This design comes from an exercise in tuning for small area and a short achievable clock period on the open sky130 flow, not from production work.
The RTL was checked by simulation tests, not by an equivalence proof against the original design.

==> run M: inputs <==
==> flow/design.v (excerpt) <==
module ex_top (
	input  logic                  clk_i,
	input  logic                  rst_n_i,
	input  logic                  req_valid_i,
	input  logic [31:0]           req_inst_i,
	input  logic [32-1:0]   req_pc_i,
	input  logic [32-1:0]   req_rs1_val_i,
	input  logic [32-1:0]   req_rs2_val_i,
	input  logic [32-1:0]   req_mem_rdata_i,
	output logic                  wb_wen_o,
	output logic [5-1:0] wb_rd_o,
	output logic [32-1:0]   wb_data_o,
	output logic [4-1:0]  store_wstrb_o,
	output logic [32-1:0]   store_addr_o,
	output logic [32-1:0]   store_wdata_o,
	output logic                  redirect_jump_o,
	output logic [32-1:0]   redirect_target_o
);
	logic [31:0] ins;
	logic [2:0]  f3;
	logic wen_ok, store_ok, branch_ok, jump;
	logic is_op, is_opimm, is_load, is_store, is_lui, is_auipc, is_jx;
	logic l_arith, l_op, l_branch, l_store, l_load, l_auipc, l_lui_jx, l_jx;
	logic c_mul, c_sh, c_shl, c_shr, c_one, alu_op;
	logic [4:0] shamt;
	logic [31:0] dec, sh_m;
	logic [3:0] dec_lo;
	logic [7:0] dec_hi;
	logic c_shb;
	logic [32-1:0] mcand;
	logic [32-1:0] zsrc;
	logic zinv, zen, sgn;
	logic sa, sb;
	logic sel_hi, sel_lo, sel_lt, sel_o;
	logic [63:0] prod;
	logic [32-1:0] op_b;
	logic [32-1:0] logic_res;
	logic eq;
	logic j_any, j_p, j_np;
	logic [32-1:0] addr_sum;
	logic [32-1:0] target;
	logic [1:0] ld_off;
	logic [4-1:0] wstrb;
	logic [32-1:0] st_wdata;
	logic [32-1:0] load_res;
	logic [32-1:0] other;
  ...
export LEC_CHECK = 0
export ABC_CLOCK_PERIOD_IN_PS = 10000
export CAP_MARGIN = 20
export CORE_MARGIN = 2
export CORE_UTILIZATION = 45
export SETUP_SLACK_MARGIN = 4.5
export SLEW_MARGIN = 20
create_clock -name core_clock -period 15.0 [get_ports {clk_i}]
standard.sh (not shown) runs the stock make flow with config.mk's settings and CLKGATE_MAP_FILE= SYNTH_SCRIPT=/design/flow/synth_recipe.tcl, a recipe that flattens the netlist after the stock synthesis.
==> flow/flow/run.sh <==
#!/bin/bash
# The standard layout (the standard.sh, standard synthesis unchanged), with
# one change: the buffers that buffer_ports puts on every input and output port
# are buf_1 cells (the resizer upsizes the ones on critical paths) instead of the cell buffer_ports picks by itself.
set -euo pipefail
export BUFFER_PORTS_ARGS="-buffer_cell sky130_fd_sc_hd__buf_1"
bash standard.sh > standard_flow.log 2>&1
==> run Z: changes against run M <==
--- a/flow/design.v
+++ b/flow/design.v
@@ -162,23 +162,19 @@
 	input  logic [2:0]          f3_i,
 	input  logic [32-1:0] a_i,
 	input  logic [32-1:0] b_i,
 	output logic [32-1:0] res_o,  
 	output logic                eq_o
 );
 	logic [32-1:0] x;
+	logic [32-1:0] c;
 	assign x = a_i ^ b_i;
+	assign c = a_i & b_i;
 	assign eq_o = x == '0;
-	always_comb begin
-		case (f3_i[1:0])
-			2'b00:   res_o = x;
-			2'b10:   res_o = a_i | b_i;
-			default: res_o = a_i & b_i;
-		endcase
-	end
+	assign res_o = (x & {32{~(f3_i[1] & f3_i[0])}}) | (c & {32{f3_i[1]}});
 endmodule
 `timescale 1ns/100ps
 module ex_mul (
 	input  logic [31:0] x_i,
 	input  logic        xs_i,   
 	input  logic [32:0] m_i,
 	input  logic [32:0] z_i,
@@ -2270,21 +2266,22 @@
 	logic [31:0] ins;
 	logic [2:0]  f3;
 	logic wen_ok, store_ok, branch_ok, jump;
 	logic is_op, is_opimm, is_load, is_store, is_lui, is_auipc, is_jx;
 	logic l_arith, l_op, l_branch, l_store, l_load, l_auipc, l_lui_jx, l_jx;
 	logic c_mul, c_sh, c_shl, c_shr, c_one, alu_op;
 	logic [4:0] shamt;
-	logic [31:0] dec, sh_m;
+	logic [31:0] sh_m;
 	logic [3:0] dec_lo;
 	logic [7:0] dec_hi;
 	logic c_shb;
 	logic [32-1:0] mcand;
 	logic [32-1:0] zsrc;
-	logic zinv, zen, sgn;
+	logic zinv, sgn;
+	logic z_arith, zs_rs2, zs_imm, zs_u;
 	logic sa, sb;
 	logic sel_hi, sel_lo, sel_lt, sel_o;
 	logic [63:0] prod;
 	logic [32-1:0] op_b;
 	logic [32-1:0] logic_res;
 	logic eq;
 	logic j_any, j_p, j_np;
@@ -2323,50 +2320,44 @@
 	assign c_mul = l_op & ins[25];
 	assign alu_op = l_arith & ~c_mul;
 	assign c_sh = alu_op & ~f3[1] & f3[0];
 	assign c_shl = c_sh & ~f3[2];
 	assign c_shr = c_sh & f3[2];
 	assign c_one = l_branch | (alu_op & ~f3[2] & (f3[1] | ~f3[0]));
 	assign shamt = ins[5] ? req_rs2_val_i[4:0] : ins[24:20];
+	assign c_shb = l_arith & ~(ins[5] & ins[25]) & ~f3[1] & f3[0];
 	for (genvar k = 0; k < 4; k++) begin : g_lo
-		assign dec_lo[k] = shamt[1:0] == k;
+		assign dec_lo[k] = ins[5] ? (req_rs2_val_i[1:0] == k) : (ins[21:20] == k);
 	end
 	for (genvar k = 0; k < 8; k++) begin : g_hi
-		assign dec_hi[k] = shamt[4:2] == k;
-	end
-	for (genvar k = 0; k < 32; k++) begin : g_dec
-		assign dec[k] = dec_lo[k % 4] & dec_hi[k / 4];
+		assign dec_hi[k] = c_shb & (ins[5] ? (req_rs2_val_i[4:2] == k) : (ins[24:22] == k));
 	end
-	assign c_shb = l_arith & ~(ins[5] & ins[25]) & ~f3[1] & f3[0];
 	for (genvar k = 0; k < 32; k++) begin : g_mcand
-		assign sh_m[k] = c_shb & (f3[2] ? dec[(32 - k) % 32] : dec[k]);
+		assign sh_m[k] = f3[2] ? (dec_lo[((32 - k) % 32) % 4] & dec_hi[((32 - k) % 32) / 4]) :
+			(dec_lo[k % 4] & dec_hi[k / 4]);
 	end
 	assign mcand = ({32{c_mul}} & req_rs2_val_i) | sh_m | {{(32-1){1'b0}}, c_one};
-	always_comb begin
-		if (l_jx)
-			zsrc = req_pc_i;
-		else if (ins[5] & ~ins[2])
-			zsrc = req_rs2_val_i;
-		else if (ins[2])
-			zsrc = {ins[31:12], 12'b0};
-		else
-			zsrc = {{(32-12){ins[31]}}, ins[31:20]};
-	end
+	assign z_arith = alu_op & ~(~f3[1] & f3[0]);
+	assign zs_rs2 = l_branch | (z_arith & ins[5]);
+	assign zs_imm = z_arith & ~ins[5];
+	assign zs_u = ~ins[6] & ins[5] & ins[4] & ins[2];
+	assign zsrc = ({32{l_jx}} & req_pc_i) | ({32{zs_rs2}} & req_rs2_val_i) |
+		({32{zs_u}} & {ins[31:12], 12'b0}) |
+		({32{zs_imm}} & {{(32-12){ins[31]}}, ins[31:20]});
 	assign zinv = (l_branch & f3[2]) | (alu_op & ((ins[5] & ins[30] & ~f3[2] & ~f3[1] & ~f3[0]) |
 		(~f3[2] & f3[1])));
-	assign zen = ~(c_mul | c_sh);
 	assign sgn = l_branch ? ~f3[1] : ~f3[0];
 	assign sa = c_mul ? (f3[1] ^ f3[0]) : c_sh ? ins[30] : sgn;
 	assign sb = c_mul & ~f3[1] & f3[0];
 	ex_mul u_mul (
 		.x_i  (req_rs1_val_i),
 		.xs_i (sa),
 		.m_i  ({sb & req_rs2_val_i[32-1], mcand}),
-		.z_i  ({32+1{zen}} & ({sgn & zsrc[32-1], zsrc} ^ {32+1{zinv}})),
-		.c0_i (zinv & zen),
+		.z_i  ({sgn & zsrc[32-1], zsrc} ^ {32+1{zinv}}),
+		.c0_i (zinv),
 		.c2_i (l_jx),
 		.p_o  (prod)
 	);
 	assign op_b = ins[5] ? req_rs2_val_i : {{(32-12){ins[31]}}, ins[31:20]};
 	ex_alu u_alu (
 		.f3_i  (f3),
 		.a_i   (req_rs1_val_i),
==> flow/config.mk (replaced) <==
export PLATFORM = sky130hd
export DESIGN_NAME = ex_top
export DESIGN_NICKNAME = ex_top
export VERILOG_FILES = /design/flow/design.v
export SDC_FILE = /design/flow/constraint.sdc
export NUM_CORES = 4
export LEC_CHECK = 0
export ABC_AREA = 1
export ABC_CLOCK_PERIOD_IN_PS = 10000
export CAP_MARGIN = 20
export CORE_MARGIN = 2
export CORE_UTILIZATION = 55
export SETUP_SLACK_MARGIN = 4.5
export SLEW_MARGIN = 20
==> run D: changes against run M <==
--- a/flow/design.v
+++ b/flow/design.v
@@ -2270,15 +2270,15 @@
 	logic [31:0] ins;
 	logic [2:0]  f3;
 	logic wen_ok, store_ok, branch_ok, jump;
 	logic is_op, is_opimm, is_load, is_store, is_lui, is_auipc, is_jx;
 	logic l_arith, l_op, l_branch, l_store, l_load, l_auipc, l_lui_jx, l_jx;
 	logic c_mul, c_sh, c_shl, c_shr, c_one, alu_op;
 	logic [4:0] shamt;
-	logic [31:0] dec, sh_m;
+	logic [31:0] sh_m;
 	logic [3:0] dec_lo;
 	logic [7:0] dec_hi;
 	logic c_shb;
 	logic [32-1:0] mcand;
 	logic [32-1:0] zsrc;
 	logic zinv, zen, sgn;
 	logic sa, sb;
@@ -2323,26 +2323,24 @@
 	assign c_mul = l_op & ins[25];
 	assign alu_op = l_arith & ~c_mul;
 	assign c_sh = alu_op & ~f3[1] & f3[0];
 	assign c_shl = c_sh & ~f3[2];
 	assign c_shr = c_sh & f3[2];
 	assign c_one = l_branch | (alu_op & ~f3[2] & (f3[1] | ~f3[0]));
 	assign shamt = ins[5] ? req_rs2_val_i[4:0] : ins[24:20];
+	assign c_shb = l_arith & ~(ins[5] & ins[25]) & ~f3[1] & f3[0];
 	for (genvar k = 0; k < 4; k++) begin : g_lo
 		assign dec_lo[k] = shamt[1:0] == k;
 	end
 	for (genvar k = 0; k < 8; k++) begin : g_hi
-		assign dec_hi[k] = shamt[4:2] == k;
-	end
-	for (genvar k = 0; k < 32; k++) begin : g_dec
-		assign dec[k] = dec_lo[k % 4] & dec_hi[k / 4];
+		assign dec_hi[k] = c_shb & (shamt[4:2] == k);
 	end
-	assign c_shb = l_arith & ~(ins[5] & ins[25]) & ~f3[1] & f3[0];
 	for (genvar k = 0; k < 32; k++) begin : g_mcand
-		assign sh_m[k] = c_shb & (f3[2] ? dec[(32 - k) % 32] : dec[k]);
+		assign sh_m[k] = f3[2] ? (dec_lo[((32 - k) % 32) % 4] & dec_hi[((32 - k) % 32) / 4]) :
+			(dec_lo[k % 4] & dec_hi[k / 4]);
 	end
 	assign mcand = ({32{c_mul}} & req_rs2_val_i) | sh_m | {{(32-1){1'b0}}, c_one};
 	always_comb begin
 		if (l_jx)
 			zsrc = req_pc_i;
 		else if (ins[5] & ~ins[2])
 			zsrc = req_rs2_val_i;
==> flow/config.mk (replaced) <==
export PLATFORM = sky130hd
export DESIGN_NAME = ex_top
export DESIGN_NICKNAME = ex_top
export VERILOG_FILES = /design/flow/design.v
export SDC_FILE = /design/flow/constraint.sdc
export NUM_CORES = 4
export LEC_CHECK = 0
export ABC_AREA = 1
export ABC_CLOCK_PERIOD_IN_PS = 10000
export CAP_MARGIN = 20
export CORE_MARGIN = 2
export CORE_UTILIZATION = 45
export SETUP_SLACK_MARGIN = 4.5
export SLEW_MARGIN = 20
==> run K: changes against run M <==
--- a/flow/design.v
+++ b/flow/design.v
@@ -162,23 +162,19 @@
 	input  logic [2:0]          f3_i,
 	input  logic [32-1:0] a_i,
 	input  logic [32-1:0] b_i,
 	output logic [32-1:0] res_o,  
 	output logic                eq_o
 );
 	logic [32-1:0] x;
+	logic [32-1:0] c;
 	assign x = a_i ^ b_i;
+	assign c = a_i & b_i;
 	assign eq_o = x == '0;
-	always_comb begin
-		case (f3_i[1:0])
-			2'b00:   res_o = x;
-			2'b10:   res_o = a_i | b_i;
-			default: res_o = a_i & b_i;
-		endcase
-	end
+	assign res_o = (x & {32{~(f3_i[1] & f3_i[0])}}) | (c & {32{f3_i[1]}});
 endmodule
 `timescale 1ns/100ps
 module ex_mul (
 	input  logic [31:0] x_i,
 	input  logic        xs_i,   
 	input  logic [32:0] m_i,
 	input  logic [32:0] z_i,
@@ -2270,21 +2266,22 @@
 	logic [31:0] ins;
 	logic [2:0]  f3;
 	logic wen_ok, store_ok, branch_ok, jump;
 	logic is_op, is_opimm, is_load, is_store, is_lui, is_auipc, is_jx;
 	logic l_arith, l_op, l_branch, l_store, l_load, l_auipc, l_lui_jx, l_jx;
 	logic c_mul, c_sh, c_shl, c_shr, c_one, alu_op;
 	logic [4:0] shamt;
-	logic [31:0] dec, sh_m;
+	logic [31:0] sh_m;
 	logic [3:0] dec_lo;
 	logic [7:0] dec_hi;
 	logic c_shb;
 	logic [32-1:0] mcand;
 	logic [32-1:0] zsrc;
-	logic zinv, zen, sgn;
+	logic zinv, sgn;
+	logic z_arith, zs_rs2, zs_imm, zs_u;
 	logic sa, sb;
 	logic sel_hi, sel_lo, sel_lt, sel_o;
 	logic [63:0] prod;
 	logic [32-1:0] op_b;
 	logic [32-1:0] logic_res;
 	logic eq;
 	logic j_any, j_p, j_np;
@@ -2323,50 +2320,44 @@
 	assign c_mul = l_op & ins[25];
 	assign alu_op = l_arith & ~c_mul;
 	assign c_sh = alu_op & ~f3[1] & f3[0];
 	assign c_shl = c_sh & ~f3[2];
 	assign c_shr = c_sh & f3[2];
 	assign c_one = l_branch | (alu_op & ~f3[2] & (f3[1] | ~f3[0]));
 	assign shamt = ins[5] ? req_rs2_val_i[4:0] : ins[24:20];
+	assign c_shb = l_arith & ~(ins[5] & ins[25]) & ~f3[1] & f3[0];
 	for (genvar k = 0; k < 4; k++) begin : g_lo
-		assign dec_lo[k] = shamt[1:0] == k;
+		assign dec_lo[k] = ins[5] ? (req_rs2_val_i[1:0] == k) : (ins[21:20] == k);
 	end
 	for (genvar k = 0; k < 8; k++) begin : g_hi
-		assign dec_hi[k] = shamt[4:2] == k;
-	end
-	for (genvar k = 0; k < 32; k++) begin : g_dec
-		assign dec[k] = dec_lo[k % 4] & dec_hi[k / 4];
+		assign dec_hi[k] = c_shb & (ins[5] ? (req_rs2_val_i[4:2] == k) : (ins[24:22] == k));
 	end
-	assign c_shb = l_arith & ~(ins[5] & ins[25]) & ~f3[1] & f3[0];
 	for (genvar k = 0; k < 32; k++) begin : g_mcand
-		assign sh_m[k] = c_shb & (f3[2] ? dec[(32 - k) % 32] : dec[k]);
+		assign sh_m[k] = f3[2] ? (dec_lo[((32 - k) % 32) % 4] & dec_hi[((32 - k) % 32) / 4]) :
+			(dec_lo[k % 4] & dec_hi[k / 4]);
 	end
 	assign mcand = ({32{c_mul}} & req_rs2_val_i) | sh_m | {{(32-1){1'b0}}, c_one};
-	always_comb begin
-		if (l_jx)
-			zsrc = req_pc_i;
-		else if (ins[5] & ~ins[2])
-			zsrc = req_rs2_val_i;
-		else if (ins[2])
-			zsrc = {ins[31:12], 12'b0};
-		else
-			zsrc = {{(32-12){ins[31]}}, ins[31:20]};
-	end
+	assign z_arith = alu_op & ~(~f3[1] & f3[0]);
+	assign zs_rs2 = l_branch | (z_arith & ins[5]);
+	assign zs_imm = z_arith & ~ins[5];
+	assign zs_u = ~ins[6] & ins[5] & ins[4] & ins[2];
+	assign zsrc = ({32{l_jx}} & req_pc_i) | ({32{zs_rs2}} & req_rs2_val_i) |
+		({32{zs_u}} & {ins[31:12], 12'b0}) |
+		({32{zs_imm}} & {{(32-12){ins[31]}}, ins[31:20]});
 	assign zinv = (l_branch & f3[2]) | (alu_op & ((ins[5] & ins[30] & ~f3[2] & ~f3[1] & ~f3[0]) |
 		(~f3[2] & f3[1])));
-	assign zen = ~(c_mul | c_sh);
 	assign sgn = l_branch ? ~f3[1] : ~f3[0];
 	assign sa = c_mul ? (f3[1] ^ f3[0]) : c_sh ? ins[30] : sgn;
 	assign sb = c_mul & ~f3[1] & f3[0];
 	ex_mul u_mul (
 		.x_i  (req_rs1_val_i),
 		.xs_i (sa),
 		.m_i  ({sb & req_rs2_val_i[32-1], mcand}),
-		.z_i  ({32+1{zen}} & ({sgn & zsrc[32-1], zsrc} ^ {32+1{zinv}})),
-		.c0_i (zinv & zen),
+		.z_i  ({sgn & zsrc[32-1], zsrc} ^ {32+1{zinv}}),
+		.c0_i (zinv),
 		.c2_i (l_jx),
 		.p_o  (prod)
 	);
 	assign op_b = ins[5] ? req_rs2_val_i : {{(32-12){ins[31]}}, ins[31:20]};
 	ex_alu u_alu (
 		.f3_i  (f3),
 		.a_i   (req_rs1_val_i),
==> flow/config.mk (replaced) <==
export PLATFORM = sky130hd
export DESIGN_NAME = ex_top
export DESIGN_NICKNAME = ex_top
export VERILOG_FILES = /design/flow/design.v
export SDC_FILE = /design/flow/constraint.sdc
export NUM_CORES = 4
export LEC_CHECK = 0
export ABC_AREA = 1
export ABC_CLOCK_PERIOD_IN_PS = 10000
export CAP_MARGIN = 20
export CORE_MARGIN = 2
export CORE_UTILIZATION = 45
export SETUP_SLACK_MARGIN = 4.5
export SLEW_MARGIN = 20
==> results.txt <==
- Status: no timing/DRC/antenna violations
- Largest net degree at the start of global routing: 65
- Layout Cells excl Fill: 5716
- Post-DP Area: ~37000 um^2
- Vias in the first global route: 35212
- Hpwl dp: ~140000 um
That was run D.
==> results.txt <==
- CTS max path bufs: 2
- CP startpoint kind: input pin
- Nets: 5465
- Vias in the first global route: ~34000
- Status: no timing/DRC/antenna violations
- Post-DP Area: 36500 um^2
- Layout Cells excl Fill: ~5600
- First-pass GRT wire length: around 250000 um
- GP Congestion: 1.13
- Hpwl dp: between 100000 and 150000 um
- Largest net degree at the start of global routing: 54
- Simple logic cell fraction of the synthesized area: ~13%
- Die Ht: 282 um
That was run K.
==> results.txt <==
- Worst setup margin: around 4600 ps
- Layout Cells excl Fill: approximately 5400
- Largest net degree at the start of global routing: 65
- Status: no timing/DRC/antenna violations
- Nets: ~5400
- Hpwl dp: around 130000 um
That was run Z.
==> results.txt <==
- Status: no timing/DRC/antenna violations
- CTS root buffer: clkbuf_16
- Vias in the first global route: between 30000 and 40000
- Layout Cells excl Fill: about 5300
- Post-DP Area: 36800 um^2
- Met2 wire length: approximately 73000 um
- Post-Synth Adder-Cell Area: 38.5%
- CP peak stage delay: 520 ps
That was run M.

-- re-timing with driven ports --
The flow's constraints put no driver on any port. The routed layouts listed below were extracted and timed again, unchanged, in two steps.
Step 1 sets driving cells, clkbuf_16 on the clock port and buf_2 on the other inputs (assumed; they add their load-dependent delay and slew).
Step 2 also shifts input and output timing later by t, the mid clock arrival at the registers, as if the neighbouring blocks saw the same clock.
a / b / c = ideal ports / drivers / drivers and shift; a / b = the first two.
run	t, ns	slack for setup (ns)	hold WS [ns]	worst setup path at the end	slew at the worst register clock pin (ns)
run M	0.432	4.372 / 4.377 / 3.945	2.791 / 2.756 / 3.188	input to register	0.06 / 0.06
run Z	0.453	4.550 / 4.594 / 4.141	2.747 / 2.710 / 3.163	input to register	0.08 / 0.08
run D	0.456	4.477 / 4.521 / 4.066	2.724 / 2.682 / 3.138	input to register	0.09 / 0.09
run K	0.449	4.615 / 4.655 / 4.207	2.740 / 2.700 / 3.149	input to register	0.09 / 0.09
After both steps setup and hold are still met in every run listed. For run M, which loses most, drivers alone change the setup slack by +0.005 ns; drivers and shift together by -0.427 ns.
